Context: an optimization exercise on an open-source flow, tuned for small area. The choices shown serve that exercise and are no tape-out recipe. Power is estimated from default activity; no workload was simulated.

==> flow/design.v <==
package io_pkg;
  localparam int AddrWidth = 32;
  localparam int DataWidth = 32;
  localparam int NumHarts = 2;
endpackage
`timescale 1ns/1ps
module io_fabric (
  input  logic                          clk_i,
  input  logic                          reset_i,
  input  logic                          req_valid_i,
  input  logic [io_pkg::AddrWidth-1:0]  req_addr_i,
  input  logic                          req_wr_i,
  input  logic [io_pkg::DataWidth-1:0]  req_wdata_i,
  input  logic [6:1]                    irq_i,
  output logic                          rsp_valid_o,
  output logic [io_pkg::DataWidth-1:0]  rsp_rdata_o,
  output logic                          rsp_err_o,
  output logic [io_pkg::NumHarts-1:0]   msip_o,
  output logic [io_pkg::NumHarts-1:0]   mtip_o,
  output logic [io_pkg::NumHarts-1:0]   eip_o
);
  logic        clint_hit, plic_hit;
  logic        wr, rd;
  logic [15:0] co;
  logic [21:0] po;
  logic        msip_hit, cmp_hit, time_hit;
  logic        pend_hit, en_hit, claim_hit;
  assign clint_hit = req_addr_i[31:16] == 16'h1140;
  assign plic_hit  = req_addr_i[31:22] == 10'h044;
  assign wr = req_valid_i & req_wr_i;
  assign rd = req_valid_i & ~req_wr_i;
  assign co = req_addr_i[15:0];
  assign po = req_addr_i[21:0];
  assign msip_hit  = clint_hit && co[15:3] == 13'h0000;
  assign cmp_hit   = clint_hit && co[15:4] == 12'h400;
  assign time_hit  = clint_hit && co[15:3] == 13'h17FF;
  assign pend_hit  = plic_hit && po == 22'h001000;
  assign en_hit    = plic_hit && po[21:8] == 14'h0020 && po[6:0] == 7'h00;
  assign claim_hit = plic_hit && po[21:13] == 9'h100 && po[11:0] == 12'h004;
  logic [63:0] mt_q;
  logic        lag_q;
  logic [1:0]  presc_q;
  logic [63:0] mt_now;
  logic        twr_lo, twr_hi;
  assign mt_now = mt_q + {63'd0, lag_q};
  assign twr_lo = wr & time_hit & ~co[2];
  assign twr_hi = wr & time_hit & co[2];
  always_ff @(posedge clk_i) begin
    if (reset_i) begin
      mt_q    <= '0;
      lag_q   <= 1'b0;
      presc_q <= '0;
    end else begin
      mt_q[31:0]  <= twr_lo ? req_wdata_i : mt_now[31:0];
      mt_q[63:32] <= twr_hi ? req_wdata_i : mt_now[63:32];
      if (twr_lo || twr_hi) begin
        lag_q   <= 1'b0;
        presc_q <= '0;
      end else begin
        lag_q   <= &presc_q;
        presc_q <= presc_q + 2'd1;
      end
    end
  end
  logic [3:0][31:0] cmp_q;    
  logic [1:0]       msip_q;
  logic [1:0]       mtip_q;
  always_ff @(posedge clk_i) begin
    for (int k = 0; k < 4; k++) begin
      if (reset_i) begin
        cmp_q[k] <= '1;
      end else if (wr && cmp_hit && co[3:2] == k[1:0]) begin
        cmp_q[k] <= req_wdata_i;
      end
    end
  end
  always_ff @(posedge clk_i) begin
    if (reset_i) begin
      msip_q <= '0;
    end else if (wr && msip_hit) begin
      msip_q[co[2]] <= req_wdata_i[0];
    end
  end
  always_ff @(posedge clk_i) begin
    if (reset_i) begin
      mtip_q <= '0;
    end else begin
      mtip_q[0] <= mt_now >= {cmp_q[1], cmp_q[0]};
      mtip_q[1] <= mt_now >= {cmp_q[3], cmp_q[2]};
    end
  end
  logic [6:1]      pend_q, clm_q;
  logic [1:0][7:1] en_q;
  logic [1:0]      eip_q;
  logic [7:1]      claim_en;
  logic [6:1]      cand, grant;
  logic [2:0]      claim_id;
  logic            complete;
  assign claim_en = po[12] ? en_q[1] : en_q[0];
  assign cand     = pend_q & claim_en[6:1];
  always_comb begin
    grant = '0;
    for (int n = 6; n >= 1; n--) begin
      if (cand[n]) grant = 6'(1) << (n - 1);
    end
    claim_id = '0;
    for (int n = 1; n <= 6; n++) begin
      if (grant[n]) claim_id = n[2:0];
    end
  end
  assign complete = wr & claim_hit;
  always_ff @(posedge clk_i) begin
    for (int n = 1; n <= 6; n++) begin
      if (reset_i) begin
        pend_q[n] <= 1'b0;
        clm_q[n]  <= 1'b0;
      end else if (pend_q[n]) begin
        if (rd && claim_hit && grant[n]) begin
          pend_q[n] <= 1'b0;
          clm_q[n]  <= 1'b1;
        end
      end else if (clm_q[n]) begin
        if (complete && req_wdata_i[2:0] == n[2:0]) begin
          clm_q[n] <= 1'b0;
        end
      end else begin
        pend_q[n] <= irq_i[n];
      end
    end
  end
  always_ff @(posedge clk_i) begin
    for (int c = 0; c < 2; c++) begin
      if (reset_i) begin
        en_q[c] <= '0;
      end else if (wr && en_hit && po[7] == c[0]) begin
        en_q[c] <= req_wdata_i[7:1];
      end
    end
  end
  always_ff @(posedge clk_i) begin
    if (reset_i) begin
      eip_q <= '0;
    end else begin
      eip_q[0] <= |(pend_q & en_q[0][6:1]);
      eip_q[1] <= |(pend_q & en_q[1][6:1]);
    end
  end
  logic       rsp_valid_q;
  logic       err_q;
  logic [7:0] small_d, small_q;
  logic [3:0] sel_cmp_q;      
  logic [1:0] sel_time_q;     
  always_comb begin
    small_d = '0;
    if (!req_wr_i) begin
      if (msip_hit)  small_d[0]   = msip_q[co[2]];
      if (pend_hit)  small_d[6:1] = pend_q;
      if (en_hit)    small_d[7:1] = po[7] ? en_q[1] : en_q[0];
      if (claim_hit) small_d[2:0] = claim_id;
    end
  end
  always_ff @(posedge clk_i) begin
    if (reset_i) begin
      rsp_valid_q <= 1'b0;
    end else begin
      rsp_valid_q <= req_valid_i;
    end
  end
  always_ff @(posedge clk_i) begin
    err_q   <= !(clint_hit || plic_hit);
    small_q <= small_d;
    for (int k = 0; k < 4; k++) begin
      sel_cmp_q[k] <= !req_wr_i && cmp_hit && co[3:2] == k[1:0];
    end
    sel_time_q[0] <= !req_wr_i && time_hit && !co[2];
    sel_time_q[1] <= !req_wr_i && time_hit && co[2];
  end
  always_comb begin
    rsp_rdata_o = {24'd0, small_q};
    for (int k = 0; k < 4; k++) begin
      rsp_rdata_o = rsp_rdata_o | ({32{sel_cmp_q[k]}} & cmp_q[k]);
    end
    rsp_rdata_o = rsp_rdata_o | ({32{sel_time_q[0]}} & mt_q[31:0])
                              | ({32{sel_time_q[1]}} & mt_q[63:32]);
  end
  assign rsp_valid_o = rsp_valid_q;
  assign rsp_err_o   = err_q;
  assign msip_o      = msip_q;
  assign mtip_o      = mtip_q;
  assign eip_o       = eip_q;
endmodule
export LEC_CHECK = 0
export CAP_MARGIN = 20
export CORE_MARGIN = 2
export CORE_UTILIZATION = 40
export SLEW_MARGIN = 20
create_clock -name core_clock -period 4.0 [get_ports {clk_i}]
run.sh (not shown) runs the stock make flow with config.mk's settings and CLKGATE_MAP_FILE= SYNTH_SCRIPT=/design/flow/synth_recipe.tcl, a recipe that flattens the netlist after the stock synthesis.
Rerun with:
--- a/flow/design.v
+++ b/flow/design.v
@@ -39,13 +39,17 @@
   assign claim_hit = plic_hit && po[21:13] == 9'h100 && po[11:0] == 12'h004;
   logic [63:0] mt_q;
   logic        lag_q;
   logic [1:0]  presc_q;
   logic [63:0] mt_now;
   logic        twr_lo, twr_hi;
-  assign mt_now = mt_q + {63'd0, lag_q};
+  always_comb begin
+    for (int i = 0; i < 64; i++) begin
+      mt_now[i] = (lag_q && &(mt_q | ~((64'd1 << i) - 64'd1))) ? ~mt_q[i] : mt_q[i];
+    end
+  end
   assign twr_lo = wr & time_hit & ~co[2];
   assign twr_hi = wr & time_hit & co[2];
   always_ff @(posedge clk_i) begin
     if (reset_i) begin
       mt_q    <= '0;
       lag_q   <= 1'b0;
@@ -59,37 +63,68 @@
       end else begin
         lag_q   <= &presc_q;
         presc_q <= presc_q + 2'd1;
       end
     end
   end
-  logic [3:0][31:0] cmp_q;    
+  logic [3:0][31:0] cmpn_q;   
   logic [1:0]       msip_q;
   logic [1:0]       mtip_q;
   always_ff @(posedge clk_i) begin
     for (int k = 0; k < 4; k++) begin
       if (reset_i) begin
-        cmp_q[k] <= '1;
+        cmpn_q[k] <= '0;
       end else if (wr && cmp_hit && co[3:2] == k[1:0]) begin
-        cmp_q[k] <= req_wdata_i;
-      end
-    end
-  end
+        cmpn_q[k] <= ~req_wdata_i;
+      end
+    end
+  end
+  function automatic logic ge(input logic [63:0] x, input logic [63:0] yn);
+    logic [63:0] g, p;
+    logic [31:0] g1, p1;
+    logic [15:0] g2, p2;
+    logic [7:0]  g3, p3;
+    logic [3:0]  g4, p4;
+    logic [1:0]  g5, p5;
+    g = x & yn;
+    p = x | yn;
+    for (int i = 0; i < 32; i++) begin
+      g1[i] = g[2*i+1] | p[2*i+1] & g[2*i];
+      p1[i] = p[2*i+1] & p[2*i];
+    end
+    for (int i = 0; i < 16; i++) begin
+      g2[i] = g1[2*i+1] | p1[2*i+1] & g1[2*i];
+      p2[i] = p1[2*i+1] & p1[2*i];
+    end
+    for (int i = 0; i < 8; i++) begin
+      g3[i] = g2[2*i+1] | p2[2*i+1] & g2[2*i];
+      p3[i] = p2[2*i+1] & p2[2*i];
+    end
+    for (int i = 0; i < 4; i++) begin
+      g4[i] = g3[2*i+1] | p3[2*i+1] & g3[2*i];
+      p4[i] = p3[2*i+1] & p3[2*i];
+    end
+    for (int i = 0; i < 2; i++) begin
+      g5[i] = g4[2*i+1] | p4[2*i+1] & g4[2*i];
+      p5[i] = p4[2*i+1] & p4[2*i];
+    end
+    ge = g5[1] | p5[1] & g5[0] | p5[1] & p5[0];
+  endfunction
   always_ff @(posedge clk_i) begin
     if (reset_i) begin
       msip_q <= '0;
     end else if (wr && msip_hit) begin
       msip_q[co[2]] <= req_wdata_i[0];
     end
   end
   always_ff @(posedge clk_i) begin
     if (reset_i) begin
       mtip_q <= '0;
     end else begin
-      mtip_q[0] <= mt_now >= {cmp_q[1], cmp_q[0]};
-      mtip_q[1] <= mt_now >= {cmp_q[3], cmp_q[2]};
+      mtip_q[0] <= ge(mt_now, {cmpn_q[1], cmpn_q[0]});
+      mtip_q[1] <= ge(mt_now, {cmpn_q[3], cmpn_q[2]});
     end
   end
   logic [6:1]      pend_q, clm_q;
   logic [1:0][7:1] en_q;
   logic [1:0]      eip_q;
   logic [7:1]      claim_en;
@@ -175,13 +210,13 @@
     sel_time_q[0] <= !req_wr_i && time_hit && !co[2];
     sel_time_q[1] <= !req_wr_i && time_hit && co[2];
   end
   always_comb begin
     rsp_rdata_o = {24'd0, small_q};
     for (int k = 0; k < 4; k++) begin
-      rsp_rdata_o = rsp_rdata_o | ({32{sel_cmp_q[k]}} & cmp_q[k]);
+      rsp_rdata_o = rsp_rdata_o | ({32{sel_cmp_q[k]}} & ~cmpn_q[k]);
     end
     rsp_rdata_o = rsp_rdata_o | ({32{sel_time_q[0]}} & mt_q[31:0])
                               | ({32{sel_time_q[1]}} & mt_q[63:32]);
   end
   assign rsp_valid_o = rsp_valid_q;
   assign rsp_err_o   = err_q;
Outcome:
- global-route usage went up by 2.7 points
- hold slack improves by 6.7 ps
- sequential power barely changes
- final area came out higher by 0.34%
- wire length goes up by 6.4%
- die area decreases by 4.3%
No run of this note included a check of the RTL's function; only the layout flow was run.

[port drivers added, routing unchanged]
Ports are ideal in the flow. The routed layouts listed here were re-timed in OpenROAD.
Step 1 assumes that a clkbuf_16 drives the clock port and a buf_2 every other input.
Step 2 times the ports against the registers' clock, not the clock port: input delays grow and output delays shrink by t, the midpoint of the rising clock arrivals with the driver on.
Slacks: ideal / step 1 / step 2; pairs: ideal / step 1.
run | t, ns | slack for setup (ns) | hold slack, ns | latest minus earliest clock arrival (ns) | cell pins on the clock port's net
the first run | 0.615 | 0.150 / 0.150 / 0.150 | 0.436 / 0.436 / 0.436 | 0.019 / 0.019 | 1
the second run | 0.627 | 0.169 / 0.169 / -0.071 | 0.442 / 0.442 / 0.442 | 0.028 / 0.028 | 1
With both steps, setup timing fails in the second run, where it was met with ideal ports. For the second run, which loses most, drivers alone change the setup slack by 0.000 ns; drivers and shift together by -0.240 ns.
